What follows belongs to an exercise in optimizing a design on an open flow for small area; a production flow would make more cautious choices.
In this exercise RTL edits were held to simulation tests only and were not proved equivalent to the original.
Power and IR drop assume default switching activity.

<file path="design/flow/design.v">
package regfile_pkg;
  localparam int DATA_W_DEF  = 32;
  localparam int ADDR_W_DEF  = 5;
  localparam int NUM_RD_DEF  = 2;
endpackage
module regfile_rd_bit
#(
  parameter int N = 33
) (
  input  logic [N-1:0] sel,
  input  logic [N-1:0] din,
  output logic         dout
);
  localparam int G = (N + 2) / 3;
  logic [3*G-1:0] s3, d3;
  logic [G-1:0]   grp_n;
  always_comb begin
    s3 = '0;
    d3 = '0;
    s3[N-1:0] = sel;
    d3[N-1:0] = din;
  end
  for (genvar g = 0; g < G; g++) begin : g_grp
    regfile_aoi222 u_aoi (
      .a1(s3[3*g]),   .a2(d3[3*g]),
      .b1(s3[3*g+1]), .b2(d3[3*g+1]),
      .c1(s3[3*g+2]), .c2(d3[3*g+2]),
      .y (grp_n[g])
    );
  end
  assign dout = ~&grp_n;
endmodule
module regfile_aoi222 (
  input  logic a1, a2, b1, b2, c1, c2,
  output logic y
);
  assign y = ~((a1 & a2) | (b1 & b2) | (c1 & c2));
endmodule
module regfile_wr_bit (
  input  logic we,
  input  logic we_n,
  input  logic wd,
  input  logic q,
  output logic d
);
  assign d = (we & wd) | (we_n & q);
endmodule
import regfile_pkg::*;
module regfile_multiport
#(
  parameter int DATA_W  = regfile_pkg::DATA_W_DEF,
  parameter int ADDR_W  = regfile_pkg::ADDR_W_DEF,
  parameter int NUM_RD  = regfile_pkg::NUM_RD_DEF
) (
  input  logic                     clk,
  input  logic                     reset_n,
  input  logic [NUM_RD-1:0]        rd_en,
  input  logic [NUM_RD*ADDR_W-1:0] rd_addr,
  output logic [NUM_RD*DATA_W-1:0] rd_data,
  output logic [NUM_RD-1:0]        rd_valid,
  input  logic                     wr_en,
  input  logic [ADDR_W-1:0]        wr_addr,
  input  logic [DATA_W-1:0]        wr_data,
  input  logic                     clr_req,
  output logic                     busy
);
  localparam int DEPTH = 1 << ADDR_W;
  localparam int NT    = DEPTH + 1;    
  logic [DATA_W-1:0] data_q [DEPTH];
  logic [DATA_W-1:0] data_d [DEPTH];
  logic [DEPTH-1:0]  valid_q, valid_d;
  logic [DEPTH-1:0]  hit, wen, wen_n;
  logic              busy_q;
  logic [ADDR_W-1:0] cnt_q;
  logic              int_we;
  logic [ADDR_W-1:0] int_addr;
  logic [DATA_W-1:0] rd_data_q [NUM_RD];
  logic [DATA_W-1:0] rd_data_d [NUM_RD];
  logic [NUM_RD-1:0] rd_valid_q;
  always_ff @(posedge clk or negedge reset_n) begin
    if (!reset_n) begin
      busy_q <= 1'b0;
      cnt_q  <= '0;
    end else begin
      if (busy_q) begin
        cnt_q <= cnt_q + 1'b1;
        if (&cnt_q) busy_q <= 1'b0;
      end else if (clr_req) begin
        busy_q <= 1'b1;
      end
    end
  end
  assign int_we   = busy_q | (wr_en & (wr_addr != '0));
  assign int_addr = busy_q ? cnt_q : wr_addr;
  always_comb begin
    hit     = '0;
    wen     = '0;
    wen_n   = '1;
    valid_d = '0;
    for (int k = 1; k < DEPTH; k++) begin
      hit[k]     = int_we && (int_addr == k);
      wen[k]     = hit[k] && !busy_q;
      wen_n[k]   = !wen[k];
      valid_d[k] = hit[k] ? !busy_q : valid_q[k];
    end
  end
  always_ff @(posedge clk or negedge reset_n) begin
    if (!reset_n) valid_q <= '0;
    else          valid_q <= valid_d;
  end
  for (genvar k = 1; k < DEPTH; k++) begin : g_row
    for (genvar b = 0; b < DATA_W; b++) begin : g_bit
      regfile_wr_bit u_wr (
        .we  (wen[k]),
        .we_n(wen_n[k]),
        .wd  (wr_data[b]),
        .q   (data_q[k][b]),
        .d   (data_d[k][b])
      );
    end
    always_ff @(posedge clk) data_q[k] <= data_d[k];
  end
  for (genvar i = 0; i < NUM_RD; i++) begin : g_rd
    logic [ADDR_W-1:0] ra;
    logic [NT-1:0]     sel;
    assign ra = rd_addr[i*ADDR_W +: ADDR_W];
    always_comb begin
      sel    = '0;
      sel[0] = !rd_en[i];
      for (int k = 1; k < DEPTH; k++)
        sel[k] = rd_en[i] && (ra == k) && valid_q[k] && !hit[k];
      sel[DEPTH] = rd_en[i] && (ra != '0) && int_we && !busy_q && (int_addr == ra);
    end
    for (genvar b = 0; b < DATA_W; b++) begin : g_bit
      logic [NT-1:0] din;
      always_comb begin
        din        = '0;
        din[0]     = rd_data_q[i][b];
        for (int k = 1; k < DEPTH; k++) din[k] = data_q[k][b];
        din[DEPTH] = wr_data[b];
      end
      regfile_rd_bit #(.N(NT)) u_rd (
        .sel (sel),
        .din (din),
        .dout(rd_data_d[i][b])
      );
    end
  end
  always_ff @(posedge clk or negedge reset_n) begin
    if (!reset_n) begin
      rd_valid_q <= '0;
      for (int i = 0; i < NUM_RD; i++) rd_data_q[i] <= '0;
    end else begin
      rd_valid_q <= rd_en;
      for (int i = 0; i < NUM_RD; i++) rd_data_q[i] <= rd_data_d[i];
    end
  end
  always_comb begin
    for (int i = 0; i < NUM_RD; i++) rd_data[i*DATA_W +: DATA_W] = rd_data_q[i];
  end
  assign rd_valid = rd_valid_q;
  assign busy     = busy_q;
endmodule
</file>
<file path="design/flow/flow/run.sh">
#!/bin/bash
# Standard ORFS layout with two changes: port buffers use the smallest
# buffer cell, and clock tree synthesis builds larger sink clusters and
# inserts no dummy loads.
set -euo pipefail
cat >> config.mk <<'EOC'
export BUFFER_PORTS_ARGS = -buffer_cell sky130_fd_sc_hd__buf_1
export CTS_ARGS = -sink_clustering_enable -repair_clock_nets -dont_use_dummy_load -buf_list "sky130_fd_sc_hd__clkbuf_8 sky130_fd_sc_hd__clkbuf_16" -sink_clustering_size 30 -sink_clustering_max_diameter 80
EOC
bash standard.sh > standard.log 2>&1
</file>
<file path="design/flow/standard.sh">
#!/bin/bash
# synth_recipe.tcl (not shown) runs the flow's synth.tcl, then flattens the netlist and writes it again
# the make line also repeats each setting of config.mk as NAME=value (left out here)
make -C /OpenROAD-flow-scripts/flow DESIGN_CONFIG=/design/flow/config.mk WORK_HOME=/design/flow/orfs CLKGATE_MAP_FILE= SYNTH_SCRIPT=/design/flow/synth_recipe.tcl "${@:-finish}"
</file>
<file path="design/flow/config.mk">
export PLATFORM = sky130hd
export DESIGN_NAME = regfile_multiport
export DESIGN_NICKNAME = regfile_multiport
export VERILOG_FILES = /design/flow/design.v
export SDC_FILE = /design/flow/constraint.sdc
export NUM_CORES = 4
export LEC_CHECK = 0
export CAP_MARGIN = 20
export CORE_MARGIN = 2
export CORE_UTILIZATION = 40
export SLEW_MARGIN = 20
export SYNTH_HIERARCHICAL = 1
export SYNTH_MINIMUM_KEEP_SIZE = 0
export BUFFER_PORTS_ARGS = -buffer_cell sky130_fd_sc_hd__buf_1
export CTS_ARGS = -sink_clustering_enable -repair_clock_nets -dont_use_dummy_load -buf_list "sky130_fd_sc_hd__clkbuf_8 sky130_fd_sc_hd__clkbuf_16" -sink_clustering_size 30 -sink_clustering_max_diameter 80
</file>
<file path="design/flow/constraint.sdc">
create_clock -name core_clock -period 5.0 [get_ports {clk}]
set_input_delay 1.0000 -clock core_clock [delete_from_list [all_inputs] [get_ports {clk}]]
set_output_delay 1.0000 -clock core_clock [all_outputs]
set_load 0.01 [all_outputs]
</file>
==> reports/results.txt, run 1 <==
status = finished clean
largest area contributor in the netlist = dfxtp_1
Post-Synth Simple-Gate Area = 6.220%
XOR/XNOR Fraction of Synth Area = 0.2110%
Residual DRC = 0
HPWL after DPL = 118900 um
Num CTS Buffers = 47
Root Driver = clkbuf_16
Iter 0 DRT Violations = 9889
crit path launch = busy_q
Post-synth EDFFs = 0
fin crit period = 4.538 ns
I/O Pins = 120
Worst-Skew Late Latency = 0.68 ns
Fin Clk Skew = 0.06614 ns
Power Density = 377.8 nW/um2
Worst-path clk slew = 0.12 ns
CTS tree = yes
Yosys reg bits = 1095
prevailing post-synth register cell = dfxtp_1
first-pass GRT wire length = 267200 um
top cells by area, synth = dfxtp_1 48%, a22o_1 21%, a222oi_1 17%, dfrtp_1 6.2%, nand4_1 2.0%
Fmax = 0.2204 GHz
crit path DAT = 5.14 ns
Critical Path RT = 5.60 ns
initial antenna violation count = 20
Mapped Area = 41520 um2
antenna viol nets, final = 0
VDD IR max = 0.2876 mV
Critical Setup Path Class = reg -> reg
RSZ-0062 raised after global routing = no
area delta synth->final = 12.82%
Max-cap violations = 0
post-synth net total = 3418
GRT Resource Usage Total = 33.23%
largest family of logic cells by synthesized area = compound AO/OA/AOI/OAI gates
Synth cell types = 37
Compound-Gate Fraction of Synth Area = 38.71%
asr flop ratio synth = 9.406%
CTS Sinks = 1095
Syn Area/Cell = 12.35 um2
post-place instance area = 45660 um2
H-tree depth = 2
register area share after synthesis = 54.04%
worst slew pin tran = 1.188 ns
pin count of the biggest net entering global routing = 104
Final #Nets = 3768
FP Rows = 118
YS warnings = 14
Via density = 7.905
CP Capture Type = flop
Max-slew headroom = 20.81%
Lkg Pwr = 0.01758 uW
post-CTS setup buffer count = 0
final RePlAce weighted congestion = 0.9831
DR vias = 40.27k
launching point of the worst reg2reg path = busy_q
number of global-route vias before repair = 36.47k
CTS Hold Buffers Added = 0
worst hold-check path type = in -> async
number of port buffers = 119
Hold Vio Cnt, Final = 0
CTS max path bufs = 3
adder-cell share of the synthesized area = 0.06027%
Avg WL per Cell = 36.72 um
post-synth top area share = 47.83%
endpoints failing setup = 0
CORE AREA = 103200 um2
Die Area = 106400 um2
Layout Utilization = 45.39%
Design Area, Final = 46840 um2
Non-Filler Instances = 5095
cells after synthesis = 3363
share of cells above drive strength 1 = 10.13%
Die H = 326.2 um
Worst Path Max Fanout = 20
drt pass-1 iters = 17
max-slew violations = 0
CP Launch Type = flop
placed cells = 5044
PostCTS Resize Cnt = 0
multiplexer share of the synthesized area = 0.2290%
chip width = 326.2 um
routed wire length = 187100 um
total power = 17700 uW
Congestion Overflow GR = 0
fin crit share = 90.76%
effective utilization at floorplan = 40.23%
per-module statistics from Yosys (local to each module, per instance), excerpt:
| module | area [um2] | times used |
|---|---|---|
| regfile_wr_bit | 8.758 | 992 |
| regfile_aoi222 | 10.01 | 704 |
| regfile_multiport | 24260 | 1 |
cells by family after synthesis:
family	after synthesis
buffers and inverters	52
xor gates and xnor gates	10
and+or+nand+nor	449
DFF	1095
muxes	9
adders and majority gates	2
AOI/OAI and AO/OA	1746
cell usage in the layout (no fill, tap or decap), types with 10 or more instances in the layout:
cell,synthesis,routed
a222oi_1,704,704
a22o_1,992,992
buf_1,0,104
buf_12,0,14
buf_4,1,186
clkbuf_16,0,47
clkbuf_2,0,14
dfrtp_1,103,103
dfxtp_1,992,992
inv_1,34,34
nand2_1,38,38
nand3_1,69,69
nand4_1,133,133
nor3_2,0,49
nor4_2,0,13
o21ai_0,20,20
o21ai_2,10,10
o22ai_1,15,15
or2_2,32,32
or3_1,69,68
path summary, 6_finish.rpt:
check,end,slack (ns),depth (start not counted)
worst max-delay path,rd_data_q[0][18],0.46,10
worst min-delay path,rd_data_q[1][23],0.35,2
worst max register to register,rd_data_q[0][18],0.46,10
worst min register to register,data_q[31][26],0.50,1
max in group asynchronous,busy_q,3.91,2
min in group core_clock,data_q[31][26],0.50,1
area by class of cell:
type / count / area [um2]
fill: 9425 / 56360
sequential: 1095 / 22440
antenna: 4 / 10.01
tap: 1380 / 1727
inverter: 34 / 127.6
clock buffer: 47 / 1176
timing repair buffer: 319 / 2145
multi-input combinational: 2216 / 19220
Yosys cell counts, drive strengths merged, types with 2 or more instances:
| master | n |
|---|---|
| a21oi | 2 |
| a222oi | 704 |
| a22o | 992 |
| and3 | 3 |
| and3b | 6 |
| buf | 5 |
| clkbuf | 13 |
| dfrtp | 103 |
| dfxtp | 992 |
| ha | 2 |
| inv | 34 |
| mux2 | 4 |
| mux2i | 5 |
| nand2 | 38 |
| nand2b | 8 |
| nand3 | 69 |
| nand4 | 133 |
| nand4b | 5 |
| nor2 | 9 |
| nor3 | 52 |
| nor3b | 7 |
| nor4 | 16 |
| o21ai | 30 |
| o22ai | 15 |
| or2 | 32 |
| or3 | 69 |
| xnor2 | 5 |
| xor2 | 5 |
power breakdown:
| group | leakage (uW) | switching, uW | total, uW | internal [uW] |
|---|---|---|---|---|
| sequential | 0.00944 | 1100 | 11100 | 10000 |
| combinational | 0.00756 | 1060 | 2100 | 1030 |
| clock | 0.000579 | 2770 | 4460 | 1690 |
| total | 0.0176 | 4930 | 17700 | 12800 |
through the flow:
step | hold WS, ns | worst slack, ns | setup TNS [ns]
final | 0.3530 | 0.4620 | 0
after detailed placement | 0.4750 | 0.3767 | 0
after CTS | 0.4234 | 0.8139 | 0
after global placement | 0.4725 | 0.3766 | 0
after floorplan | 0.4599 | -0.003843 | -0.2432
after global routing | 0.4090 | 0.3394 | 0
worst max-delay path: stages (launching register included):
cell,delay [ns]
dfrtp_1,0.59
buf_4,0.29
and3_1,0.24
o22ai_1,0.80
o21ai_0,0.39
nor3_2,0.80
buf_4,0.50
buf_4,0.23
a222oi_1,0.10
nand4_1,0.36
or3_1,0.18
routing by layer:
metal / global-route usage [%] / wire length, um / share of wire (%) / vias to the layer above
met5: 0 / 78 / 0.042 / -
met2: 48.59 / 77920 / 42 / 3605
met3: 11.43 / 29340 / 16 / 508
li1: - / - / - / 16240
met4: 9.878 / 6536 / 3.5 / 10
met1: 46.07 / 73210 / 39 / 19910
registers in the layout (all words and copies together) (netlist names):
register / cells
rd_data_q: 64
rd_valid_q: 2
cnt_q: 5
data_q: 992
busy_q: 1
valid_q: 31
==> inputs of run 2 (changes only) <==
--- a/design/flow/config.mk
+++ b/design/flow/config.mk
@@ -10,2 +10,3 @@
 export CORE_UTILIZATION = 40
+export PLACE_DENSITY = 0.72
 export SLEW_MARGIN = 20
==> reports/results.txt, run 2 <==
status = finished clean
Critical Path RT = 5.51 ns (-0.09 ns)
Num CTS Buffers = 44 (-6.4%)
antenna viol nets, final = 0 (unchanged)
Final #Nets = 3754 (-0.37%)
Avg WL per Cell = 36.80 um (+0.22%)
Die H = 326.2 um (unchanged)
CP max stage delay = 0.65 ns (-0.15 ns)
Via density = 8.120 (+2.7%)
commonest non-fill, non-tap cells in the layout = 992 x a22o_1, 992 x dfxtp_1, 704 x a222oi_1
share of cells above drive strength 1 = 9.873% (-0.26 points)
total area of sequential cells = 22440 um2 (unchanged)
slowest CP cell = o21ai_0
effective utilization at floorplan = 40.23% (unchanged)
post-synth net total = 3418 (unchanged)
Synth top cells by count = 992 x a22o_1, 992 x dfxtp_1, 704 x a222oi_1, 133 x nand4_1, 103 x dfrtp_1
Top reg by flops = data_q
fin crit period = 4.437 ns (-0.1011 ns)
Regs by FF count = data_q x992, rd_data_q x64, valid_q x31
Fmax = 0.2254 GHz (+2.3%)
Max-slew headroom = 29.89% (+9.1 points)
DR vias = 41.29k (+2.5%)
RSZ-0062 raised after global routing = no
crit path DAT = 4.94 ns (-0.20 ns)
Mapped Area = 41520 um2 (unchanged)
Lkg Pwr = 0.01748 uW (-0.58%)
prevailing post-synth register cell = dfxtp_1
worst slew pin tran = 1.052 ns (-0.1362 ns)
worst hold-check path type = in -> async
Critical Setup Path Class = reg -> reg
most numerous cell on the critical path = buf_4
Max-cap violations = 0 (unchanged)
fin crit share = 88.74% (-2.0 points)
register area share after synthesis = 54.04% (unchanged)
CP Capture Type = flop
number of port buffers = 119 (unchanged)
top cells by area, synth = dfxtp_1 48%, a22o_1 21%, a222oi_1 17%, dfrtp_1 6.2%, nand4_1 2.0%
CTS max path bufs = 3 (unchanged)
CTS Sinks = 1095 (unchanged)
post-synth top area share = 47.83% (unchanged)
routed wire length = 187100 um (about the same)
YS warnings = 14 (unchanged)
total power = 17560 uW (-0.78%)
Hold Vio Cnt, Final = 0 (unchanged)
placed cells = 5033 (-0.22%)
HPWL after DPL = 112400 um (-5.5%)
pin count of the biggest net entering global routing = 50 (-52%)
FP Rows = 118 (unchanged)
Worst-path clk slew = 0.11 ns (about the same)
number of global-route vias before repair = 38.49k (+5.6%)
chip width = 326.2 um (unchanged)
Synth cell types = 37 (unchanged)
Worst Path Max Fanout = 23 (+15%)
Congestion Overflow GR = 0 (unchanged)
Residual DRC = 0 (unchanged)
post-CTS setup buffer count = 0 (unchanged)
drt pass-1 iters = 15 (-2)
asr flop ratio synth = 9.406% (unchanged)
cells along the critical path = buf_4 > nor3b_1 > o22ai_1 > o21ai_0 > nor4_4 > buf_4 > a222oi_1 > nand4_1 > or3_1
Die Area = 106400 um2 (unchanged)
Fin Clk Skew = 0.04006 ns (-0.02607 ns)
CORE AREA = 103200 um2 (unchanged)
Non-Filler Instances = 5085 (-0.20%)
area delta synth->final = 12.33%
Yosys reg bits = 1095 (unchanged)
Power Density = 376.5 nW/um2 (-0.35%)
final RePlAce weighted congestion = 1.021 (+3.9%)
area taken by multi-input logic gates = 19230 um2 (about the same)
PostCTS Resize Cnt = 0 (unchanged)
Syn Area/Cell = 12.35 um2 (unchanged)
first-pass GRT wire length = 266600 um (-0.20%)
CTS tree = yes
H-tree depth = 2 (unchanged)
Worst-Skew Late Latency = 0.66 ns (-0.02 ns)
endpoints failing setup = 0 (unchanged)
CP Launch Type = flop
VDD IR max = 0.2756 mV (-4.2%)
GRT Resource Usage Total = 33.10% (-0.13 points)
largest area contributor in the netlist = dfxtp_1
max reg flops = 992 (unchanged)
CTS Hold Buffers Added = 0 (unchanged)
Fillers = 9435 (+0.11%)
I/O Pins = 120 (unchanged)
Iter 0 DRT Violations = 11.17k (+13%)
Post-synth EDFFs = 0 (unchanged)
cells after synthesis = 3363 (unchanged)
initial antenna violation count = 14 (-30%)
max-slew violations = 0 (unchanged)
Root Driver = clkbuf_16
run 2: cell counts after synthesis:
No cell type changed its count.
run 2: worst max-delay path, delay by kind of cell, from the launching register on:
family                 cells  cell delay, ns
and+or+nand+nor            4            1.80
AOI/OAI and AO/OA          3            1.50
buffers and inverters      2            0.56
DFF                        1            0.40
run 2: final cells by class:
class	instances	area share [%]
tap	1380	3.702
multi-input combinational	2216	41.23
timing repair buffer	308	4.287
inverter	34	0.2736
antenna	8	0.04292
clock buffer	44	2.361
sequential	1095	48.11
run 2: stage by stage:
step | hold WS [ns] | instance area, um2 | TNS, ns | utilization [%] | worst slack [ns]
6_report | 0.5015 | 46640 | 0 | 45.19 | 0.5630
5_1_grt | 0.5192 | 46620 | 0 | 45.17 | 0.6086
4_1_cts | 0.5056 | 46610 | 0 | 45.16 | 0.9898
3_5_place_dp | 0.4760 | 45510 | 0 | 44.10 | 0.3784
3_3_place_gp | 0.4729 | 45490 | 0 | 44.08 | 0.3996
2_1_floorplan | 0.4599 | 41530 | -0.2432 | - | -0.003843
run 2: layer usage:
metal  vias up  track usage (%)  part of all wire [%]
li1      16210                -                     -
met1     19960            42.60                    35
met2      4193            48.28                    41
met3       921            13.48                    18
met4         8            15.19                   6.0
met5         -           0.1775                 0.028
run 2: kinds of logic after synthesis:
| logic type | share of synthesized area, % |
|---|---|
| AO/OA/AOI/OAI | 38.71 |
| XOR/XNOR | 0.2109 |
| adder cells (fa/ha/maj) | 0.06026 |
| buffers and inverters | 0.5304 |
| flip-flops | 54.04 |
| multiplexers | 0.2290 |
| AND/OR/NAND/NOR | 6.220 |
run 2: modules after synthesis (local to each module, per instance), a selection:
module | flip-flops and latches | copies in the design | cell area (um2) | cells inside
regfile_aoi222 | 0 | 704 | 10.01 | 1
regfile_wr_bit | 0 | 992 | 8.758 | 1
regfile_multiport | 1095 | 1 | 24260 | 1411
run 2: power breakdown:
part	internal (uW)	switching, uW
logic	1040	1070
registers	10000	1060
clock network	1590	2770
total	12700	4890
run 2: worst paths after layout:
path                       slack [ns]         start               end  depth (start not counted)
max                              0.56        busy_q  rd_data_q[0][29]                          9
min                              0.50       reset_n  rd_data_q[0][25]                          1
max reg2reg                      0.56        busy_q  rd_data_q[0][29]                          9
min reg2reg                      0.50  data_q[7][7]      data_q[7][7]                          1
max in group asynchronous        3.34       reset_n   rd_data_q[1][4]                          2
min in group core_clock          0.50  data_q[7][7]      data_q[7][7]                          1
==> inputs of run 3 (changes only) <==
--- a/design/flow/config.mk
+++ b/design/flow/config.mk
@@ -10,3 +10,3 @@
 export CORE_UTILIZATION = 40
-export PLACE_DENSITY = 0.72
+export GPL_ROUTABILITY_DRIVEN = 0
 export SLEW_MARGIN = 20
==> reports/results.txt, run 3 <==
largest area contributor in the netlist = dfxtp_1
Mapped Area = 41520 um2 (unchanged)
Regs by FF count = data_q x992, rd_data_q x64, valid_q x31
FP Rows = 118 (unchanged)
Critical Setup Path Class = reg -> reg
VDD IR max = 0.3177 mV (+15%)
CORE AREA = 103200 um2 (unchanged)
CP Launch Type = flop
H-tree depth = 2 (unchanged)
total power = 17790 uW (+1.3%)
Worst Path Max Fanout = 29 (+26%)
chip width = 326.2 um (unchanged)
area delta synth->final = 12.48%
P_sw = 4978 uW (+1.8%)
area taken by multi-input logic gates = 19220 um2 (about the same)
pin count of the biggest net entering global routing = 104 (+110%)
DR vias = 40.21k (-2.6%)
GR Util met2 = 47.97% (-0.31 points)
Cell Int Power = 12810 uW (+1.1%)
met3 Usage GRT = 12.11% (-1.4 points)
Die Area = 106400 um2 (unchanged)
Residual DRC = 0 (unchanged)
CTS Sinks = 1095 (unchanged)
share of cells above drive strength 1 = 9.840% (-0.032 points)
Hold Vio Cnt, Final = 0 (unchanged)
post-synth net total = 3418 (unchanged)
PostCTS Resize Cnt = 0 (unchanged)
Avg WL per Cell = 37.11 um (+0.84%)
Lkg Pwr = 0.01751 uW (+0.16%)
Congestion Overflow GR = 0 (unchanged)
total area of sequential cells = 22440 um2 (unchanged)
fin crit period = 4.590 ns (+0.1531 ns)
max reg flops = 992 (unchanged)
first-pass GRT wire length = 267600 um (+0.38%)
number of global-route vias before repair = 36.11k (-6.2%)
asr flop ratio synth = 9.406% (unchanged)
worst hold-check path type = in -> async
Clk pwr share = 25.7% (+0.9 points)
Max-cap violations = 0 (unchanged)
effective utilization at floorplan = 40.23% (unchanged)
fin crit share = 91.80% (+3.1 points)
M1 GR Usage = 46.76% (+4.2 points)
status = finished clean
Via density = 7.914 (-2.5%)
CP Capture Type = flop
Top reg by flops = data_q
top cells by area, synth = dfxtp_1 48%, a22o_1 21%, a222oi_1 17%, dfrtp_1 6.2%, nand4_1 2.0%
GRT Resource Usage Total = 33.42% (+0.32 points)
worst hold margin = 0.2920 ns (-0.2096 ns)
antenna viol nets, final = 0 (unchanged)
CTS max path bufs = 3 (unchanged)
Critical Path RT = 5.58 ns (+0.07 ns)
number of port buffers = 119 (unchanged)
Synth top cells by count = 992 x a22o_1, 992 x dfxtp_1, 704 x a222oi_1, 133 x nand4_1, 103 x dfrtp_1
Final #Nets = 3756 (+0.053%)
cells after synthesis = 3363 (unchanged)
Worst-path clk slew = 0.12 ns (about the same)
CTS Hold Buffers Added = 0 (unchanged)
prevailing post-synth register cell = dfxtp_1
Root Driver = clkbuf_16
RSZ-0062 raised after global routing = no
Die H = 326.2 um (unchanged)
Worst-Skew Late Latency = 0.69 ns (+0.03 ns)
endpoints failing setup = 0 (unchanged)
Sw Share = 27.99% (+0.14 points)
Fillers = 9421 (-0.15%)
worst reg-to-reg path cell count = 9 (unchanged)
Yosys reg bits = 1095 (unchanged)
YS warnings = 14 (unchanged)
drt pass-1 iters = 22 (+7)
post-synth top area share = 47.83% (unchanged)
crit path DAT = 5.18 ns (+0.24 ns)
Post-synth EDFFs = 0 (unchanged)
Max-slew headroom = 23.26% (-6.6 points)
routed wire length = 188600 um (+0.76%)
Layout Utilization = 45.25% (+0.061 points)
I/O Pins = 120 (unchanged)
Fmax = 0.2179 GHz (-3.3%)
commonest non-fill, non-tap cells in the layout = 992 x a22o_1, 992 x dfxtp_1, 704 x a222oi_1
post-CTS setup buffer count = 0 (unchanged)
Synth cell types = 37 (unchanged)
gr busiest metal = met2
Iter 0 DRT Violations = 10.25k (-8.2%)
CTS tree = yes
Comb power frac = 11.8% (-0.2 points)
HPWL after DPL = 118000 um (+5.0%)
Syn Area/Cell = 12.35 um2 (unchanged)
register area share after synthesis = 54.04% (unchanged)
Num CTS Buffers = 48 (+9.1%)
initial antenna violation count = 7 (-7)
Power Density = 380.9 nW/um2 (+1.2%)
max-slew violations = 0 (unchanged)
worst slew pin tran = 1.142 ns (+0.08990 ns)
Seq pwr share = 62.5% (-0.7 points)
Fin Clk Skew = 0.06095 ns (+0.02088 ns)
==> run 3: cells by family after synthesis <==
group | count (synthesis) | synth area share [%]
mux | 9 | 0.2290
buf+inv | 52 | 0.5304
compound gates | 1746 | 38.71
flops | 1095 | 54.04
fa+ha+maj | 2 | 0.06026
simple gates | 449 | 6.220
xor+xnor | 10 | 0.2109
==> run 3: modules after synthesis, one instance, submodules excluded, a selection <==
module	flip-flops and latches	cell area, um2
regfile_multiport	1095	24260
regfile_wr_bit	0	8.758
regfile_aoi222	0	10.01
==> run 3: final timing paths <==
kind	from	to	slack, ns
min reg2reg	data_q[13][14]	data_q[13][14]	0.51
max in group asynchronous	reset_n	cnt_q[4]	3.80
min	reset_n	rd_data_q[1][7]	0.29
min in group core_clock	data_q[13][14]	data_q[13][14]	0.51
max	busy_q	rd_data_q[0][20]	0.41
max reg2reg	busy_q	rd_data_q[0][20]	0.41
==> run 3: power groups by stage <==
stage | sequential, uW | combinational [uW] | clock (uW)
6_report | 11100 | 2100 | 4570
5_1_grt | 11300 | 2230 | 4820
4_1_cts | 11100 | 2030 | 4560
3_5_place_dp | 11200 | 2030 | 0
3_3_place_gp | 11200 | 1960 | 0
2_1_floorplan | 10900 | 1400 | 0
==> run 3: per-layer routing <==
metal,wire [um],part of all wire [%]
met4,6393,3.4
met1,73350,39
met5,108,0.057
met2,78250,41
met3,30460,16
==> run 3: final cells by class <==
type                            instances  share of cell area (%)
Multi-Input combinational cell       2216                   41.15
Tap cell                             1380                   3.697
Timing Repair Buffer                  306                   4.249
Antenna cell                            2                 0.01072
Sequential cell                      1095                   48.04
Inverter                               34                  0.2733
Clock buffer                           48                   2.572
==> run 3: per-stage QoR <==
stage | setup TNS (ns) | instance area (um2) | cells | setup slack, ns
4_1_cts | 0 | 46700 | 5079 | 0.7817
5_1_grt | 0 | 46700 | 5079 | 0.3976
3_3_place_gp | 0 | 45490 | 5031 | 0.4847
3_5_place_dp | 0 | 45490 | 5031 | 0.4407
6_report | 0 | 46700 | 5081 | 0.4100
2_1_floorplan | -0.2432 | 41530 | 3363 | -0.003843
==> run 3: worst max-delay path, cell delays in order (launching register included) <==
cell and delay (ns):
dfrtp_1 0.50, buf_4 0.36, nor3b_1 0.56, o22ai_1 0.40, o21ai_0 0.53, nor3_2 0.22, buf_4 0.31, a222oi_1 0.66
nand4_1 0.46, or3_1 0.46
==> inputs of run 4 (changes only) <==
--- a/design/flow/config.mk
+++ b/design/flow/config.mk
@@ -9,4 +9,4 @@
 export CORE_MARGIN = 2
-export CORE_UTILIZATION = 40
-export GPL_ROUTABILITY_DRIVEN = 0
+export CORE_UTILIZATION = 45
+export SETUP_SLACK_MARGIN = 0.15
 export SLEW_MARGIN = 20
==> reports/results.txt, run 4 <==
pin count of the biggest net entering global routing = 54 (-48%)
Hold Vio Cnt, Final = 0 (unchanged)
commonest non-fill, non-tap cells in the layout = 992 x a22o_1, 992 x dfxtp_1, 704 x a222oi_1
M1 WL = 75310 um (+2.7%)
VDD IR max = 0.2890 mV (-9.0%)
Fmax = 0.2212 GHz (+1.5%)
Synth top cells by count = 992 x a22o_1, 992 x dfxtp_1, 704 x a222oi_1, 133 x nand4_1, 103 x dfrtp_1
final RePlAce weighted congestion = 1.018
Lkg Pwr = 0.01754 uW (+0.18%)
Layout Utilization = 50.88% (+5.6 points)
H-tree depth = 2 (unchanged)
initial antenna violation count = 20 (+13)
Critical Setup Path Class = reg -> reg
fin crit period = 4.521 ns (-0.06901 ns)
Buf/Inv on CP = 1 (-1)
slowest CP cell = dfrtp_1
post-synth top area share = 47.83% (unchanged)
Avg WL per Cell = 44.43 um (+20%)
CP Launch Type = flop
CTS Sinks = 1095 (unchanged)
post-synth net total = 3418 (unchanged)
chip width = 307.8 um (-5.6%)
Critical Path RT = 5.54 ns (-0.04 ns)
Top reg by flops = data_q
CTS max path bufs = 3 (unchanged)
CORE AREA = 91520 um2 (-11%)
endpoints failing setup = 0 (unchanged)
largest area contributor in the netlist = dfxtp_1
Via density = 8.745 (+11%)
CTS Hold Buffers Added = 0 (unchanged)
Fin Clk Skew = 0.1065 ns (+0.04555 ns)
first-pass GRT wire length = 301600 um (+13%)
Final #Nets = 3753 (-0.080%)
cells after synthesis = 3363 (unchanged)
drt pass-1 iters = 13 (-41%)
Max-slew headroom = 20.47% (-2.8 points)
CP Depth = 8 (-1)
Congestion Overflow GR = 0 (unchanged)
Post-synth EDFFs = 0 (unchanged)
antenna viol nets, final = 0 (unchanged)
CTS tree = yes
register area share after synthesis = 54.04% (unchanged)
I/O Pins = 120 (unchanged)
Die H = 307.8 um (-5.6%)
cells along the critical path = mux2i_1 > o221ai_4 > o21ai_0 > nor4_4 > buf_4 > a222oi_1 > nand4_1 > or3_1
Mapped Area = 41520 um2 (unchanged)
number of global-route vias before repair = 40.73k (+13%)
share of cells above drive strength 1 = 10.01% (+0.17 points)
Worst-path clk slew = 0.12 ns (about the same)
GRT Resource Usage Total = 43.87% (+10 points)
Crit path max-delay family = compound AO/OA/AOI/OAI gates
number of port buffers = 119 (unchanged)
Iter 0 DRT Violations = 11.26k (+9.8%)
Num CTS Buffers = 49 (+2.1%)
Die Area = 94710 um2 (-11%)
RSZ-0062 raised after global routing = no
fin crit share = 90.42% (-1.4 points)
DR vias = 42.76k (+6.3%)
crit path DAT = 5.06 ns (-0.12 ns)
Residual DRC = 0 (unchanged)
YS warnings = 14 (unchanged)
met2 wire len = 88210 um (+13%)
CP max stage delay = 0.87 ns (+0.21 ns)
CP Capture Type = flop
top cells by area, synth = dfxtp_1 48%, a22o_1 21%, a222oi_1 17%, dfrtp_1 6.2%, nand4_1 2.0%
worst reg-to-reg path cell count = 8 (-1)
setup_tns = 0 ns (unchanged)
Power Density = 384.3 nW/um2 (+0.89%)
status = finished clean
worst slew pin tran = 1.193 ns (+0.05135 ns)
Max-cap violations = 0 (unchanged)
Max Used Layer = met5
Syn Area/Cell = 12.35 um2 (unchanged)
routed wire length = 217200 um (+15%)
prevailing post-synth register cell = dfxtp_1
area delta synth->final = 12.17%
Root Driver = clkbuf_16
worst hold-check path type = in -> async
PostCTS Resize Cnt = 0 (unchanged)
FP Rows = 111 (-5.9%)
max-slew violations = 0 (unchanged)
HPWL after DPL = 128000 um (+8.4%)
post-CTS setup buffer count = 0 (unchanged)
wire length on met3 = 36320 um (+19%)
max reg flops = 992 (unchanged)
Synth cell types = 37 (unchanged)
Yosys reg bits = 1095 (unchanged)
Worst-Skew Late Latency = 0.73 ns (+0.04 ns)
asr flop ratio synth = 9.406% (unchanged)
Regs by FF count = data_q x992, rd_data_q x64, valid_q x31
effective utilization at floorplan = 45.36% (+5.1 points)
Worst Path Max Fanout = 32 (+10%)
run 4: cell counts after synthesis:
Identical to the previous run, type by type.
run 4: final timing paths:
path                                    start                to  slack, ns
worst max-delay path                   busy_q  rd_data_q[0][29]       0.48
worst min register to register  data_q[15][3]     data_q[15][3]       0.51
worst max register to register         busy_q  rd_data_q[0][29]       0.48
max in group asynchronous             reset_n  rd_data_q[0][29]       3.55
min in group core_clock         data_q[15][3]     data_q[15][3]       0.51
worst min-delay path                  reset_n  rd_data_q[1][11]       0.41
run 4: power by group:
| part | leakage [uW] | switching (uW) | internal (uW) |
|---|---|---|---|
| clock network | 0.000604 | 2870 | 1760 |
| logic | 0.00750 | 1080 | 1040 |
| registers | 0.00944 | 1100 | 10000 |
run 4: logic make-up after synthesis:
logic type	after synthesis	synth area share, %
AO/OA/AOI/OAI	1746	38.71
flip-flops	1095	54.04
AND/OR/NAND/NOR	449	6.220
buffers and inverters	52	0.5304
XOR/XNOR	10	0.2109
multiplexers	9	0.2290
adder cells (fa/ha/maj)	2	0.06026
run 4: area by class of cell:
type                    count  area [um2]
repair buffers            302        2041
fillers                  7906       44950
diodes                      7       17.52
clock buffers              49        1226
flip-flops and latches   1095       22440
multi-input cells        2216       19240
well taps                1186        1484
inverters                  34       127.6
run 4: through the flow:
stage | hold WS (ns) | power [uW] | instances | instance area (um2) | worst slack [ns]
3_5_place_dp | 0.4772 | 13300 | 4833 | 45330 | 0.2932
2_1_floorplan | 0.4599 | 12330 | 3363 | 41540 | 0.08139
6_report | 0.4107 | 17900 | 4889 | 46570 | 0.4790
3_3_place_gp | 0.4719 | 13130 | 4831 | 45310 | 0.1145
5_1_grt | 0.4649 | 18390 | 4882 | 46550 | 0.4611
4_1_cts | 0.4177 | 17740 | 4882 | 46550 | 0.6808
run 4: per-layer routing:
metal,up-vias,global-route usage (%)
li1,16200,-
met3,1090,16.86
met5,-,0
met1,21000,54.77
met4,10,28.76
met2,4454,62.82
run 4: modules after synthesis (local to each module, per instance), excerpt:
module / cell area, um2 / flip-flops and latches
regfile_aoi222: 10.01 / 0
regfile_wr_bit: 8.758 / 0
regfile_multiport: 24260 / 1095
==> inputs of run 5 (changes only) <==
--- a/design/flow/config.mk
+++ b/design/flow/config.mk
@@ -9,3 +9,3 @@
 export CORE_MARGIN = 2
-export CORE_UTILIZATION = 45
+export CORE_UTILIZATION = 48
 export SETUP_SLACK_MARGIN = 0.15
==> reports/results.txt, run 5 <==
register area share after synthesis = 54.04% (unchanged)
Design Area, Final = 46950 um2 (+0.81%)
antenna viol nets, final = 0 (unchanged)
crit path launch = busy_q
post-synth net total = 3418 (unchanged)
critical path endpoint = rd_data_q[1][24]
launching point of the worst reg2reg path = busy_q
Top reg by flops = data_q
RSZ-0062 raised after global routing = no
top cells by area, synth = dfxtp_1 48%, a22o_1 21%, a222oi_1 17%, dfrtp_1 6.2%, nand4_1 2.0%
Layout Utilization = 54.96% (+4.1 points)
CTS Hold Buffers Added = 0 (unchanged)
cells along the critical path = mux2i_1 > o221ai_4 > o21ai_1 > nor4_4 > buf_12 > a222oi_1 > nand4_1 > or3_1
FP Rows = 107 (-3.6%)
Crit path max-delay family = compound AO/OA/AOI/OAI gates
Fillers = 7328 (-7.3%)
Yosys reg bits = 1095 (unchanged)
Power Density = 382.8 nW/um2 (-0.40%)
Seq pwr share = 62.1% (about the same)
CTS tree = yes
Synth cell types = 37 (unchanged)
cells after synthesis = 3363 (unchanged)
Buf/Inv on CP = 1 (unchanged)
worst hold margin = 0.4708 ns (+0.06007 ns)
Max-cap violations = 0 (unchanged)
Critical R2R Capture = rd_data_q[1][24]
final RePlAce weighted congestion = 1.025 (+0.77%)
prevailing post-synth register cell = dfxtp_1
Synth top cells by count = 992 x a22o_1, 992 x dfxtp_1, 704 x a222oi_1, 133 x nand4_1, 103 x dfrtp_1
worst slew pin tran = 1.170 ns (-0.02284 ns)
CTS max path bufs = 3 (unchanged)
Critical Path RT = 5.54 ns (about the same)
first-pass GRT wire length = 303400 um (+0.59%)
post-CTS setup buffer count = 0 (unchanged)
share of cells above drive strength 1 = 10.58% (+0.57 points)
Root Driver = clkbuf_16
YS warnings = 14 (unchanged)
Worst-Skew Late Latency = 0.69 ns (-0.04 ns)
asr flop ratio synth = 9.406% (unchanged)
Residual DRC = 0 (unchanged)
Worst Path Max Fanout = 32 (unchanged)
CP Launch Type = flop
Via density = 8.809 (+0.73%)
max-slew violations = 0 (unchanged)
status = finished clean
worst reg-to-reg path cell count = 8 (unchanged)
Cell Int Power = 12900 uW (+0.50%)
Mapped Area = 41520 um2 (unchanged)
CP max stage delay = 0.74 ns (-0.13 ns)
Final #Nets = 3780 (+0.72%)
effective utilization at floorplan = 48.61% (+3.2 points)
Critical Setup Path Class = reg -> reg
Comb power frac = 11.8% (about the same)
Hold Vio Cnt, Final = 0 (unchanged)
H-tree depth = 2 (unchanged)
chip width = 298.1 um (-3.1%)
Iter 0 DRT Violations = 10.90k (-3.2%)
met3 Usage GRT = 21.37% (+4.5 points)
Worst-path clk slew = 0.10 ns (-0.02 ns)
Avg WL per Cell = 44.61 um (+0.40%)
Fin Clk Skew = 0.07085 ns (-0.03564 ns)
total power = 17970 uW (+0.41%)
gr busiest metal = met2
Worst R2R Setup Slack = 0.37 ns (-0.11 ns)
Fmax = 0.2158 GHz (-2.4%)
Die H = 298.1 um (-3.1%)
endpoints failing setup = 0 (unchanged)
I/O Pins = 120 (unchanged)
number of port buffers = 119 (unchanged)
crit path DAT = 5.17 ns (+0.11 ns)
HPWL after DPL = 128400 um (+0.33%)
Lkg Pwr = 0.01773 uW (+1.1%)
M1 GR Usage = 59.18% (+4.4 points)
GRT Resource Usage Total = 46.64% (+2.8 points)
P_sw = 5066 uW (+0.17%)
PostCTS Resize Cnt = 0 (unchanged)
number of global-route vias before repair = 40.61k (-0.31%)
setup_tns = 0 ns (unchanged)
slowest CP cell = dfrtp_1
Num CTS Buffers = 51 (+4.1%)
Congestion Overflow GR = 0 (unchanged)
CORE AREA = 85410 um2 (-6.7%)
Die Area = 88870 um2 (-6.2%)
post-synth top area share = 47.83% (unchanged)
Syn Area/Cell = 12.35 um2 (unchanged)
Regs by FF count = data_q x992, rd_data_q x64, valid_q x31
GR Util met2 = 65.89% (+3.1 points)
VDD IR max = 0.3543 mV (+23%)
Sw Share = 28.19% (-0.066 points)
pin count of the biggest net entering global routing = 104 (+93%)
max reg flops = 992 (unchanged)
post-place instance area = 45630 um2 (+0.67%)
commonest non-fill, non-tap cells in the layout = 992 x a22o_1, 992 x dfxtp_1, 704 x a222oi_1
drt pass-1 iters = 14 (+1)
CTS Sinks = 1095 (unchanged)
routed wire length = 217800 um (+0.26%)
CP Capture Type = flop
Max-slew headroom = 21.99% (+1.5 points)
worst hold-check path type = in -> async
CP Depth = 8 (unchanged)
initial antenna violation count = 16 (-20%)
area taken by multi-input logic gates = 19240 um2 (about the same)
Post-synth EDFFs = 0 (unchanged)
area delta synth->final = 13.07%
DR vias = 43.01k (+0.58%)
largest area contributor in the netlist = dfxtp_1
fin crit period = 4.635 ns (+0.1135 ns)
total area of sequential cells = 22440 um2 (unchanged)
Clk pwr share = 26.2% (+0.3 points)
fin crit share = 92.69% (+2.3 points)
[run 5: cell types whose count changed in the layout (fill, tap and decap cells not counted), moves of 2 or more]
| cell | previous run | this run |
|---|---|---|
| buf_1 | 95 | 99 |
| buf_12 | 15 | 27 |
| buf_4 | 168 | 180 |
| clkbuf_16 | 49 | 51 |
| clkbuf_2 | 23 | 19 |
| diode_2 | 7 | 15 |
| inv_1 | 32 | 30 |
[run 5: layer usage]
layer	part of all wire (%)	routed length, um	vias up
li1	-	-	16270
met1	35	76080	21050
met2	40	86080	4586
met3	18	39860	1082
met4	7.1	15470	14
met5	0.13	286	-
[run 5: worst min-delay path by stage]
stage / to / slack (ns)
after floorplan: data_q[12][0] / 0.46
after global placement: data_q[9][3] / 0.47
after detailed placement: data_q[6][31] / 0.48
after CTS: data_q[20][15] / 0.50
after global routing: data_q[28][0] / 0.51
final: rd_data_q[1][0] / 0.47
[run 5: layout make-up]
| class | instances | area share [%] |
|---|---|---|
| diodes | 15 | 0.07996 |
| clock buffers | 51 | 2.718 |
| inverters | 34 | 0.2718 |
| multi-input cells | 2216 | 40.99 |
| flip-flops and latches | 1095 | 47.79 |
| well taps | 1144 | 3.049 |
| repair buffers | 327 | 5.098 |
[run 5: Yosys stat by module (local to each module, per instance), excerpt]
module,cells inside,times used
regfile_wr_bit,1,992
regfile_aoi222,1,704
regfile_multiport,1411,1
[run 5: cell families after synthesis]
family	synth area share [%]
adders and majority gates	0.06026
DFF	54.04
muxes	0.2290
xor gates and xnor gates	0.2109
and+or+nand+nor	6.220
AOI/OAI and AO/OA	38.71
buffers and inverters	0.5304
[run 5: per-stage QoR]
stage          std cells  setup WS (ns)
2_1_floorplan       3363        0.08139
3_3_place_gp        4815         0.3049
3_5_place_dp        4816         0.2687
4_1_cts             4867         0.5254
5_1_grt             4875         0.2928
6_report            4882         0.3655
[run 5: power groups by stage]
stage                     Sequential, uW  Combinational, uW  Clock [uW]
after detailed placement           11300               2060           0
after CTS                          11100               2060        4660
after global placement             11200               1970           0
after floorplan                    10900               1400           0
after global routing               11300               2250        4950
final                              11200               2110        4700
==> inputs of run 6 (changes only) <==
--- a/design/flow/config.mk
+++ b/design/flow/config.mk
@@ -9,4 +9,6 @@
 export CORE_MARGIN = 2
-export CORE_UTILIZATION = 48
-export SETUP_SLACK_MARGIN = 0.15
+export CORE_UTILIZATION = 44
+export GPL_ROUTABILITY_DRIVEN = 0
+export PLACE_DENSITY = 0.72
+export SETUP_SLACK_MARGIN = 0.1
 export SLEW_MARGIN = 20
==> reports/results.txt, run 6 <==
asr flop ratio synth = 9.406% (unchanged)
Die H = 311.2 um (+4.4%)
Worst R2R Setup Slack = 0.17 ns (-0.20 ns)
crit path launch = busy_q
H-tree depth = 2 (unchanged)
Worst-path clk slew = 0.11 ns (about the same)
setup_tns = 0 ns (unchanged)
CTS tree = yes
GRT Resource Usage Total = 35.57% (-11 points)
fin crit share = 96.65% (+4.0 points)
post-place instance area = 45320 um2 (-0.68%)
area delta synth->final = 11.94%
post-CTS setup buffer count = 0 (unchanged)
PostCTS Resize Cnt = 0 (unchanged)
Die Area = 96830 um2 (+9.0%)
Congestion Overflow GR = 0 (unchanged)
critical path endpoint = rd_data_q[0][14]
antenna viol nets, final = 0 (unchanged)
register area share after synthesis = 54.04% (unchanged)
RSZ-0062 raised after global routing = no
Critical Setup Path Class = reg -> reg
Critical R2R Capture = rd_data_q[0][14]
Hold Vio Cnt, Final = 0 (unchanged)
max-slew violations = 0 (unchanged)
Yosys reg bits = 1095 (unchanged)
Fmax = 0.2069 GHz (-4.1%)
most numerous cell on the critical path = buf_4
Max-cap violations = 0 (unchanged)
Lkg Pwr = 0.01746 uW (-1.5%)
top cells by area, synth = dfxtp_1 48%, a22o_1 21%, a222oi_1 17%, dfrtp_1 6.2%, nand4_1 2.0%
Synth cell types = 37 (unchanged)
cells after synthesis = 3363 (unchanged)
DR vias = 41.16k (-4.3%)
Cell Int Power = 12690 uW (-1.6%)
I/O Pins = 120 (unchanged)
cells along the critical path = buf_4 > nor3b_1 > o22ai_1 > o21ai_0 > nor4_4 > buf_4 > a222oi_1 > nand4_1 > or3_1
Synth top cells by count = 992 x a22o_1, 992 x dfxtp_1, 704 x a222oi_1, 133 x nand4_1, 103 x dfrtp_1
Residual DRC = 0 (unchanged)
Post-synth EDFFs = 0 (unchanged)
CP Capture Type = flop
number of global-route vias before repair = 37.51k (-7.6%)
slowest CP cell = dfrtp_1
Fillers = 8132 (+11%)
FP Rows = 112 (+4.7%)
drt pass-1 iters = 17 (+3)
CP Launch Type = flop
post-synth net total = 3418 (unchanged)
prevailing post-synth register cell = dfxtp_1
Avg WL per Cell = 36.94 um (-17%)
Sw Share = 27.68% (-0.51 points)
CTS Sinks = 1095 (unchanged)
YS warnings = 14 (unchanged)
largest area contributor in the netlist = dfxtp_1
CTS Hold Buffers Added = 0 (unchanged)
CTS max path bufs = 3 (unchanged)
worst hold-check path type = in -> async
fin crit period = 4.832 ns (+0.1980 ns)
Seq pwr share = 63.3% (+1.2 points)
Critical Path RT = 5.49 ns (-0.05 ns)
P_sw = 4857 uW (-4.1%)
Worst Path Max Fanout = 32 (unchanged)
endpoints failing setup = 0 (unchanged)
Num CTS Buffers = 45 (-12%)
CP max stage delay = 0.83 ns (+0.09 ns)
worst slew pin tran = 1.217 ns (+0.04689 ns)
Syn Area/Cell = 12.35 um2 (unchanged)
commonest non-fill, non-tap cells in the layout = 992 x a22o_1, 992 x dfxtp_1, 704 x a222oi_1
Power Density = 377.6 nW/um2 (-1.4%)
status = finished clean
Worst-Skew Late Latency = 0.66 ns (-0.03 ns)
Max-slew headroom = 18.87% (-3.1 points)
routed wire length = 183200 um (-16%)
VDD IR max = 0.2405 mV (-32%)
Top reg by flops = data_q
CORE AREA = 93470 um2 (+9.4%)
Design Area, Final = 46470 um2 (-1.0%)
share of cells above drive strength 1 = 9.716% (-0.87 points)
Regs by FF count = data_q x992, rd_data_q x64, valid_q x31
post-synth top area share = 47.83% (unchanged)
Comb power frac = 11.9% (about the same)
initial antenna violation count = 16 (unchanged)
worst reg-to-reg path cell count = 9 (+1)
chip width = 311.2 um (+4.4%)
Fin Clk Skew = 0.06159 ns (-0.009261 ns)
Root Driver = clkbuf_16
launching point of the worst reg2reg path = busy_q
max reg flops = 992 (unchanged)
Mapped Area = 41520 um2 (unchanged)
Clk pwr share = 24.8% (-1.4 points)
number of port buffers = 119 (unchanged)
Iter 0 DRT Violations = 10.95k (+0.43%)
HPWL after DPL = 111400 um (-13%)
first-pass GRT wire length = 262400 um (-14%)
effective utilization at floorplan = 44.42% (-4.2 points)
Via density = 8.299 (-5.8%)
crit path DAT = 5.32 ns (+0.15 ns)
Final #Nets = 3752 (-0.74%)
pin count of the biggest net entering global routing = 44 (-58%)
## run 6: cell counts after synthesis
Identical to the previous run, type by type.
## run 6: power by group through the flow
stage | registers, uW | logic (uW) | clock network [uW]
floorplan | 10900 | 1400 | 0
finish | 11100 | 2090 | 4350
detailed placement | 11200 | 2000 | 0
CTS | 11000 | 2000 | 4340
global placement | 11200 | 1930 | 0
global route | 11200 | 2210 | 4660
## run 6: critical path: cells and delay by family (launching register included)
kind / cells / cell delay, ns
AOI/OAI and AO/OA: 3 / 1.68
buffers and inverters: 2 / 0.65
DFF: 1 / 0.83
and+or+nand+nor: 4 / 1.54
## run 6: worst min path at each step
stage / from / slack [ns] / endpoint / cells after the start
3_3_place_gp: data_q[27][12] / 0.47 / data_q[27][12] / 1
6_report: reset_n / 0.45 / rd_data_q[0][26] / 1
4_1_cts: reset_n / 0.45 / valid_q[30] / 1
3_5_place_dp: data_q[31][18] / 0.48 / data_q[31][18] / 1
5_1_grt: reset_n / 0.47 / rd_data_q[0][26] / 1
2_1_floorplan: data_q[12][0] / 0.46 / data_q[12][0] / 1
## run 6: logic make-up (layout without fill, tap and decap cells)
logic type      count (synthesis)  in the layout  share of synthesized area, %
compound gates               1746           1746                         38.71
flops                        1095           1095                         54.04
simple gates                  449            449                         6.220
buf+inv                        52            384                        0.5304
xor+xnor                       10             10                        0.2109
mux                             9              9                        0.2290
fa+ha+maj                       2              2                       0.06026
other cells                     0             11                             0
## run 6: layout make-up
type                    count  area [um2]  area share, %
repair buffers            305        1952          4.200
multi-input cells        2216       19240          41.39
diodes                     11       27.53        0.05923
clock buffers              45        1126          2.423
well taps                1254        1569          3.376
flip-flops and latches   1095       22440          48.28
inverters                  34       127.6         0.2746
## run 6: metal layers
| metal | up-vias | track usage (%) | share of wire [%] |
|---|---|---|---|
| met5 | - | 0 | 0.081 |
| li1 | 16230 | - | - |
| met1 | 19720 | 45.43 | 35 |
| met4 | 12 | 16.39 | 6.3 |
| met2 | 4245 | 51.47 | 41 |
| met3 | 954 | 15.67 | 18 |
## run 6: per-module statistics from Yosys, one instance, submodules excluded, a selection
module / cells inside / copies in the design / flops+latches / cell area [um2]
regfile_multiport: 1411 / 1 / 1095 / 24260
regfile_aoi222: 1 / 704 / 0 / 10.01
regfile_wr_bit: 1 / 992 / 0 / 8.758
## run 6: stage by stage
stage          instances  total power, uW  hold WS (ns)  util, %  setup slack, ns
2_1_floorplan       3363            12330        0.4599        -          0.08139
3_3_place_gp        4904            13120        0.4727    48.49           0.5667
3_5_place_dp        4904            13210        0.4766    48.49           0.5479
4_1_cts             4949            17380        0.4527    49.69           0.6081
5_1_grt             4953            18110        0.4656    49.70           0.1771
6_report            4960            17550        0.4512    49.72           0.1675
==> inputs of run 7 (changes only) <==
==> design/flow/run.sh (new file) <==
#!/bin/bash
# synth_recipe.tcl (not shown) runs the flow's synth.tcl, then flattens the netlist and writes it again
# the make line also repeats each setting of config.mk as NAME=value (left out here)
make -C /OpenROAD-flow-scripts/flow DESIGN_CONFIG=/design/flow/config.mk WORK_HOME=/design/flow/orfs CLKGATE_MAP_FILE= SYNTH_SCRIPT=/design/flow/synth_recipe.tcl finish
==> design/flow/config.mk (replaced) <==
export PLATFORM = sky130hd
export DESIGN_NAME = regfile_multiport
export DESIGN_NICKNAME = regfile_multiport
export VERILOG_FILES = /design/flow/design.v
export SDC_FILE = /design/flow/constraint.sdc
export NUM_CORES = 4
export LEC_CHECK = 0
export CAP_MARGIN = 20
export CORE_MARGIN = 2
export CORE_UTILIZATION = 40
export SLEW_MARGIN = 20
export SYNTH_HIERARCHICAL = 1
export SYNTH_MINIMUM_KEEP_SIZE = 0
removed: design/flow/flow/run.sh
removed: design/flow/standard.sh
==> reports/results.txt, run 7 <==
Crit path max-delay family = simple AND/OR/NAND/NOR gates
Layout Utilization = 49.55% (-0.17 points)
wire length on met3 = 30390 um (-7.6%)
CTS max path bufs = 3 (unchanged)
FP Rows = 118 (+5.4%)
Critical Setup Path Class = reg -> reg
cells after synthesis = 3363 (unchanged)
Critical Path RT = 5.66 ns (+0.17 ns)
top cells by area, synth = dfxtp_1 48%, a22o_1 21%, a222oi_1 17%, dfrtp_1 6.2%, nand4_1 2.0%
Fmax = 0.2180 GHz (+5.4%)
area taken by multi-input logic gates = 19230 um2 (about the same)
worst slew pin tran = 1.250 ns (+0.03318 ns)
Max-slew headroom = 15.96% (-2.9 points)
status = finished clean
antenna viol nets, final = 0 (unchanged)
setup slack after layout = 0.4136 ns (+0.2461 ns)
area delta synth->final = 23.16%
worst hold margin = 0.1927 ns (-0.2585 ns)
CTS Sinks = 1095 (unchanged)
fin crit share = 91.73% (-4.9 points)
total area of sequential cells = 22440 um2 (unchanged)
CP Capture Type = flop
fin crit period = 4.586 ns (-0.2461 ns)
Root Driver = clkbuf_16
post-synth top area share = 47.83% (unchanged)
Worst R2R Setup Slack = 0.41 ns (+0.25 ns)
GRT Resource Usage Total = 35.18% (-0.39 points)
Worst-path clk slew = 0.06 ns (-0.05 ns)
XOR/XNOR Fraction of Synth Area = 0.2110% (unchanged)
CP max stage delay = 0.90 ns (+0.07 ns)
Buf/Inv on CP = 2 (unchanged)
Post-Synth Simple-Gate Area = 6.220% (unchanged)
effective utilization at floorplan = 40.23% (-4.2 points)
asr flop ratio synth = 9.406% (unchanged)
Yosys reg bits = 1095 (unchanged)
share of cells above drive strength 1 = 14.31% (+4.6 points)
CP Depth = 9 (unchanged)
PostCTS Resize Cnt = 0 (unchanged)
met2 wire len = 84560 um (+14%)
endpoints failing setup = 0 (unchanged)
CTS tree = yes
M1 WL = 73920 um (+15%)
dpl ws = 0.2299 ns (-0.3181 ns)
multiplexer share of the synthesized area = 0.2290% (unchanged)
CP Launch Type = flop
VDD IR max = 0.3314 mV (+38%)
largest area contributor in the netlist = dfxtp_1
cells along the critical path = buf_4 > and3b_1 > o22ai_1 > o21ai_0 > nor3_2 > buf_4 > a222oi_1 > nand4_1 > or3_1
Max-cap violations = 0 (unchanged)
number of port buffers = 119 (unchanged)
worst reg-to-reg path cell count = 9 (unchanged)
I/O Pins = 120 (unchanged)
CTS Hold Buffers Added = 0 (unchanged)
most numerous cell on the critical path = buf_4
Worst-Skew Late Latency = 0.72 ns (+0.06 ns)
commonest non-fill, non-tap cells in the layout = 992 x a22o_1, 992 x dfxtp_1, 704 x a222oi_1
largest family of logic cells by synthesized area = compound AO/OA/AOI/OAI gates
drt pass-1 iters = 15 (-2)
Compound-Gate Fraction of Synth Area = 38.71% (unchanged)
Fillers = 9047 (+11%)
Iter 0 DRT Violations = 9336 (-15%)
post-CTS setup buffer count = 0 (unchanged)
Congestion Overflow GR = 0 (unchanged)
Synth top cells by count = 992 x a22o_1, 992 x dfxtp_1, 704 x a222oi_1, 133 x nand4_1, 103 x dfrtp_1
worst hold-check path type = in -> async
YS warnings = 14 (unchanged)
chip width = 326.2 um (+4.8%)
H-tree depth = 3 (+1)
Syn Area/Cell = 12.35 um2 (unchanged)
adder-cell share of the synthesized area = 0.06027% (unchanged)
Synth cell types = 37 (unchanged)
Top reg by flops = data_q
first-pass GRT wire length = 278600 um (+6.2%)
placed cells = 5105 (+4.1%)
max reg flops = 992 (unchanged)
slowest CP cell = nor3_2
initial antenna violation count = 11 (-5)
CORE AREA = 103200 um2 (+10%)
prevailing post-synth register cell = dfxtp_1
Post-synth EDFFs = 0 (unchanged)
max-slew violations = 0 (unchanged)
Residual DRC = 0 (unchanged)
pin count of the biggest net entering global routing = 47 (+6.8%)
setup_tns = 0 ns (unchanged)
crit path DAT = 5.25 ns (-0.07 ns)
RSZ-0062 raised after global routing = no
HPWL after DPL = 119600 um (+7.3%)
Regs by FF count = data_q x992, rd_data_q x64, valid_q x31
DR vias = 41.35k (+0.46%)
Die Area = 106400 um2 (+9.9%)
Fin Clk Skew = 0.02767 ns (-0.03393 ns)
Max Used Layer = met5
Final #Nets = 3894 (+3.8%)
Non-Filler Instances = 5321 (+7.3%)
final RePlAce weighted congestion = 0.9942
Lkg Pwr = 0.01953 uW (+12%)
Critical R2R Capture = rd_data_q[0][25]
Hold Vio Cnt, Final = 0 (unchanged)
Via density = 7.771 (-6.4%)
Num CTS Buffers = 112 (+150%)
Die H = 326.2 um (+4.8%)
Worst Path Max Fanout = 22 (-31%)
launching point of the worst reg2reg path = busy_q
number of global-route vias before repair = 38.19k (+1.8%)
Avg WL per Cell = 37.19 um (+0.68%)
Mapped Area = 41520 um2 (unchanged)
post-synth net total = 3418 (unchanged)
Power Density = 434.3 nW/um2 (+15%)
routed wire length = 197900 um (+8.0%)
register area share after synthesis = 54.04% (unchanged)
==> run 7: per-module statistics from Yosys, one instance, submodules excluded, a selection <==
module             flip-flops and latches  copies in the design  cells
regfile_multiport                    1095                     1   1411
regfile_aoi222                          0                   704      1
regfile_wr_bit                          0                   992      1
==> run 7: kinds of logic (layout without fill, tap and decap cells) <==
logic type / Yosys count / count (layout)
AO/OA/AOI/OAI: 1746 / 1746
flip-flops: 1095 / 1095
AND/OR/NAND/NOR: 449 / 449
buffers and inverters: 52 / 623
XOR/XNOR: 10 / 10
multiplexers: 9 / 9
adder cells (fa/ha/maj): 2 / 2
other: 0 / 7
==> run 7: stage by stage <==
stage               area, um2  power, uW
floorplan               41530      12330
finish                  51130      22210
detailed placement      47220      13320
CTS                     51120      22090
global route            51120      22880
global placement        47210      13270
==> run 7: worst max-delay path by stage <==
stage | startpoint | end | slack, ns
after floorplan | wr_addr[0] | rd_data_q[1][0] | -0.004
after global placement | wr_addr[0] | rd_data_q[0][2] | 0.17
after detailed placement | wr_addr[1] | rd_data_q[1][25] | 0.23
after CTS | busy_q | rd_data_q[0][13] | 0.78
after global routing | busy_q | rd_data_q[0][13] | 0.36
final | busy_q | rd_data_q[0][25] | 0.41
==> run 7: metal layers <==
layer | GRT usage [%] | vias up
li1 | - | 16600
met1 | 46.00 | 20340
met2 | 52.72 | 3738
met4 | 14.93 | 2
met5 | 0 | -
met3 | 12.12 | 675
==> run 7: worst reg2reg max path: cells and delay by family (launching register included) <==
family | cells | cell delay (ns)
AND/OR/NAND/NOR | 4 | 1.61
buffers and inverters | 2 | 0.73
flip-flops | 1 | 0.80
AO/OA/AOI/OAI | 3 | 1.41
==> run 7: final cells by class <==
type	instances	share of cell area [%]
multi-input cells	2216	37.60
clock buffers	161	6.418
clock inverters	48	1.216
well taps	1380	3.377
diodes	7	0.03426
inverters	34	0.2496
repair buffers	380	7.223
flip-flops and latches	1095	43.88
==> run 7: report_power, final <==
group	switching, uW	internal (uW)	total (uW)	leakage, uW
Sequential	1040	10100	11100	0.00944
Combinational	1090	1110	2200	0.00818
Clock	3730	5190	8910	0.00192
==> inputs of run 8 (changes only) <==
==> design/flow/flow/run.sh (new file) <==
#!/bin/bash
# Standard ORFS layout with two changes: port buffers use the smallest
# buffer cell, and clock tree synthesis inserts no dummy loads.
set -euo pipefail
cat >> config.mk <<'EOC'
export BUFFER_PORTS_ARGS = -buffer_cell sky130_fd_sc_hd__buf_1
export CTS_ARGS = -sink_clustering_enable -repair_clock_nets -dont_use_dummy_load -buf_list "sky130_fd_sc_hd__clkbuf_4 sky130_fd_sc_hd__clkbuf_8 sky130_fd_sc_hd__clkbuf_16"
EOC
bash standard.sh > standard.log 2>&1
==> design/flow/standard.sh (new file) <==
#!/bin/bash
# synth_recipe.tcl (not shown) runs the flow's synth.tcl, then flattens the netlist and writes it again
# the make line also repeats each setting of config.mk as NAME=value (left out here)
make -C /OpenROAD-flow-scripts/flow DESIGN_CONFIG=/design/flow/config.mk WORK_HOME=/design/flow/orfs CLKGATE_MAP_FILE= SYNTH_SCRIPT=/design/flow/synth_recipe.tcl "${@:-finish}"
--- a/design/flow/config.mk
+++ b/design/flow/config.mk
@@ -13 +13,3 @@
 export SYNTH_MINIMUM_KEEP_SIZE = 0
+export BUFFER_PORTS_ARGS = -buffer_cell sky130_fd_sc_hd__buf_1
+export CTS_ARGS = -sink_clustering_enable -repair_clock_nets -dont_use_dummy_load -buf_list "sky130_fd_sc_hd__clkbuf_4 sky130_fd_sc_hd__clkbuf_8 sky130_fd_sc_hd__clkbuf_16"
removed: design/flow/run.sh
==> reports/results.txt, run 8 <==
status = finished clean
Max-slew headroom = 23.89% (+7.9 points)
crit path DAT = 5.07 ns (-0.18 ns)
Yosys reg bits = 1095 (unchanged)
Num CTS Buffers = 113 (+0.89%)
Avg WL per Cell = 36.52 um (-1.8%)
Congestion Overflow GR = 0 (unchanged)
dpl ws = 0.3767 ns (+0.1468 ns)
PostCTS Resize Cnt = 0 (unchanged)
post-CTS setup buffer count = 0 (unchanged)
first-pass GRT wire length = 269400 um (-3.3%)
CP Launch Type = flop
Crit path max-delay family = compound AO/OA/AOI/OAI gates
Synth cell types = 37 (unchanged)
Compound-Gate Fraction of Synth Area = 38.71% (unchanged)
routed wire length = 188400 um (-4.8%)
Max-cap violations = 0 (unchanged)
XOR/XNOR Fraction of Synth Area = 0.2110% (unchanged)
Via density = 7.861 (+1.1%)
Lkg Pwr = 0.01840 uW (-5.8%)
max-slew violations = 0 (unchanged)
post-synth top area share = 47.83% (unchanged)
Top reg by flops = data_q
top cells by area, synth = dfxtp_1 48%, a22o_1 21%, a222oi_1 17%, dfrtp_1 6.2%, nand4_1 2.0%
Synth top cells by count = 992 x a22o_1, 992 x dfxtp_1, 704 x a222oi_1, 133 x nand4_1, 103 x dfrtp_1
Syn Area/Cell = 12.35 um2 (unchanged)
I/O Pins = 120 (unchanged)
Worst Path Max Fanout = 32 (+45%)
worst hold-check path type = in -> async
crit path launch = busy_q
Buf/Inv on CP = 2 (unchanged)
GRT Resource Usage Total = 33.55% (-1.6 points)
Root Driver = clkbuf_16
CTS Sinks = 1095 (unchanged)
launching point of the worst reg2reg path = busy_q
CP Capture Type = flop
fin crit period = 4.552 ns (-0.03426 ns)
CP max stage delay = 0.69 ns (-0.21 ns)
multiplexer share of the synthesized area = 0.2290% (unchanged)
DR vias = 40.55k (-1.9%)
Post-Synth Simple-Gate Area = 6.220% (unchanged)
largest family of logic cells by synthesized area = compound AO/OA/AOI/OAI gates
drt pass-1 iters = 22 (+7)
initial antenna violation count = 21 (+10)
Mapped Area = 41520 um2 (unchanged)
Iter 0 DRT Violations = 9457 (+1.3%)
RSZ-0062 raised after global routing = no
Worst-Skew Late Latency = 0.71 ns (about the same)
Residual DRC = 0 (unchanged)
worst slew pin tran = 1.142 ns (-0.1086 ns)
Fin Clk Skew = 0.08259 ns (+0.05492 ns)
pin count of the biggest net entering global routing = 104 (+120%)
Hold Vio Cnt, Final = 0 (unchanged)
total power = 20470 uW (-7.9%)
commonest non-fill, non-tap cells in the layout = 992 x a22o_1, 992 x dfxtp_1, 704 x a222oi_1
YS warnings = 14 (unchanged)
Final #Nets = 3835 (-1.5%)
antenna viol nets, final = 0 (unchanged)
number of global-route vias before repair = 37.05k (-3.0%)
HPWL after DPL = 118900 um (-0.56%)
Fmax = 0.2197 GHz (+0.75%)
endpoints failing setup = 0 (unchanged)
Power Density = 422.0 nW/um2 (-2.8%)
max reg flops = 992 (unchanged)
slowest CP cell = dfrtp_1
largest area contributor in the netlist = dfxtp_1
adder-cell share of the synthesized area = 0.06027% (unchanged)
asr flop ratio synth = 9.406% (unchanged)
CORE AREA = 103200 um2 (unchanged)
H-tree depth = 3 (unchanged)
Worst-path clk slew = 0.06 ns (about the same)
[run 8: cells by family after synthesis]
logic type	count (synthesis)
compound gates	1746
xor+xnor	10
fa+ha+maj	2
buf+inv	52
flops	1095
mux	9
simple gates	449
[run 8: modules after synthesis (local to each module, per instance), excerpt]
module             flops+latches  cells  times used  area (um2)
regfile_multiport           1095   1411           1       24260
regfile_wr_bit                 0      1         992       8.758
regfile_aoi222                 0      1         704       10.01
[run 8: metrics by stage]
stage | TNS, ns | instances | hold WS, ns | instance area, um2
detailed placement | 0 | 5044 | 0.4750 | 45660
finish | 0 | 5159 | 0.2938 | 48500
global placement | 0 | 5044 | 0.4725 | 45660
CTS | 0 | 5157 | 0.4049 | 48480
global route | 0 | 5158 | 0.4069 | 48500
floorplan | -0.2432 | 3363 | 0.4599 | 41530
[run 8: area by class of cell]
cell class	count	area [um2]
Antenna cell	1	2.502
Inverter	34	127.6
Sequential cell	1095	22440
Timing Repair Buffer	320	2157
Clock buffer	113	2828
Fill cell	9292	54700
Tap cell	1380	1727
Multi-Input combinational cell	2216	19220
[run 8: report_power, final]
part / internal (uW) / total (uW) / switching (uW) / leakage [uW]
Clock: 3920 / 7210 / 3290 / 0.00139
Sequential: 10100 / 11200 / 1100 / 0.00944
Combinational: 1040 / 2100 / 1060 / 0.00757
Total: 15000 / 20500 / 5450 / 0.0184
[run 8: final timing paths]
| kind | end | slack, ns | cells after the start |
|---|---|---|---|
| setup / recovery | rd_data_q[1][20] | 0.45 | 9 |
| hold / removal | rd_data_q[0][23] | 0.29 | 2 |
| setup reg to reg | rd_data_q[1][20] | 0.45 | 9 |
| hold reg to reg | data_q[7][12] | 0.49 | 1 |
| max in group asynchronous | rd_data_q[0][22] | 3.87 | 2 |
| min in group core_clock | data_q[7][12] | 0.49 | 1 |
[run 8: layer usage]
layer	global-route usage [%]	vias up	part of all wire (%)
met5	0	-	0.049
li1	-	16370	-
met2	48.77	3809	41
met1	46.00	19850	39
met4	10.99	14	3.5
met3	12.12	514	16

port drivers added, routing unchanged:
Ports are ideal in the flow. The routed layouts listed here were re-timed in OpenROAD. Step 1, drivers: a clkbuf_16 drives clk and a buf_2 each remaining input, both assumed. Step 2 also shifts input and output timing later by t, the mid clock arrival at the registers, as if the neighbouring blocks saw the same clock. a / b / c = no drivers / after step 1 / after step 2; a / b = the first two.
run	t (ns)	setup WS [ns]
run 1	0.717	0.462 / 0.462 / 0.074
run 2	0.710	0.563 / 0.563 / -0.093
run 3	0.736	0.410 / 0.410 / 0.101
run 4	0.742	0.479 / 0.479 / -0.069
run 5	0.718	0.365 / 0.365 / -0.088
run 6	0.701	0.168 / 0.167 / 0.129
run 7	0.784	0.414 / 0.414 / -0.152
run 8	0.744	0.448 / 0.448 / 0.127
Met with ideal ports but missed after step 2: setup timing in run 2, run 4, run 5 and run 7.
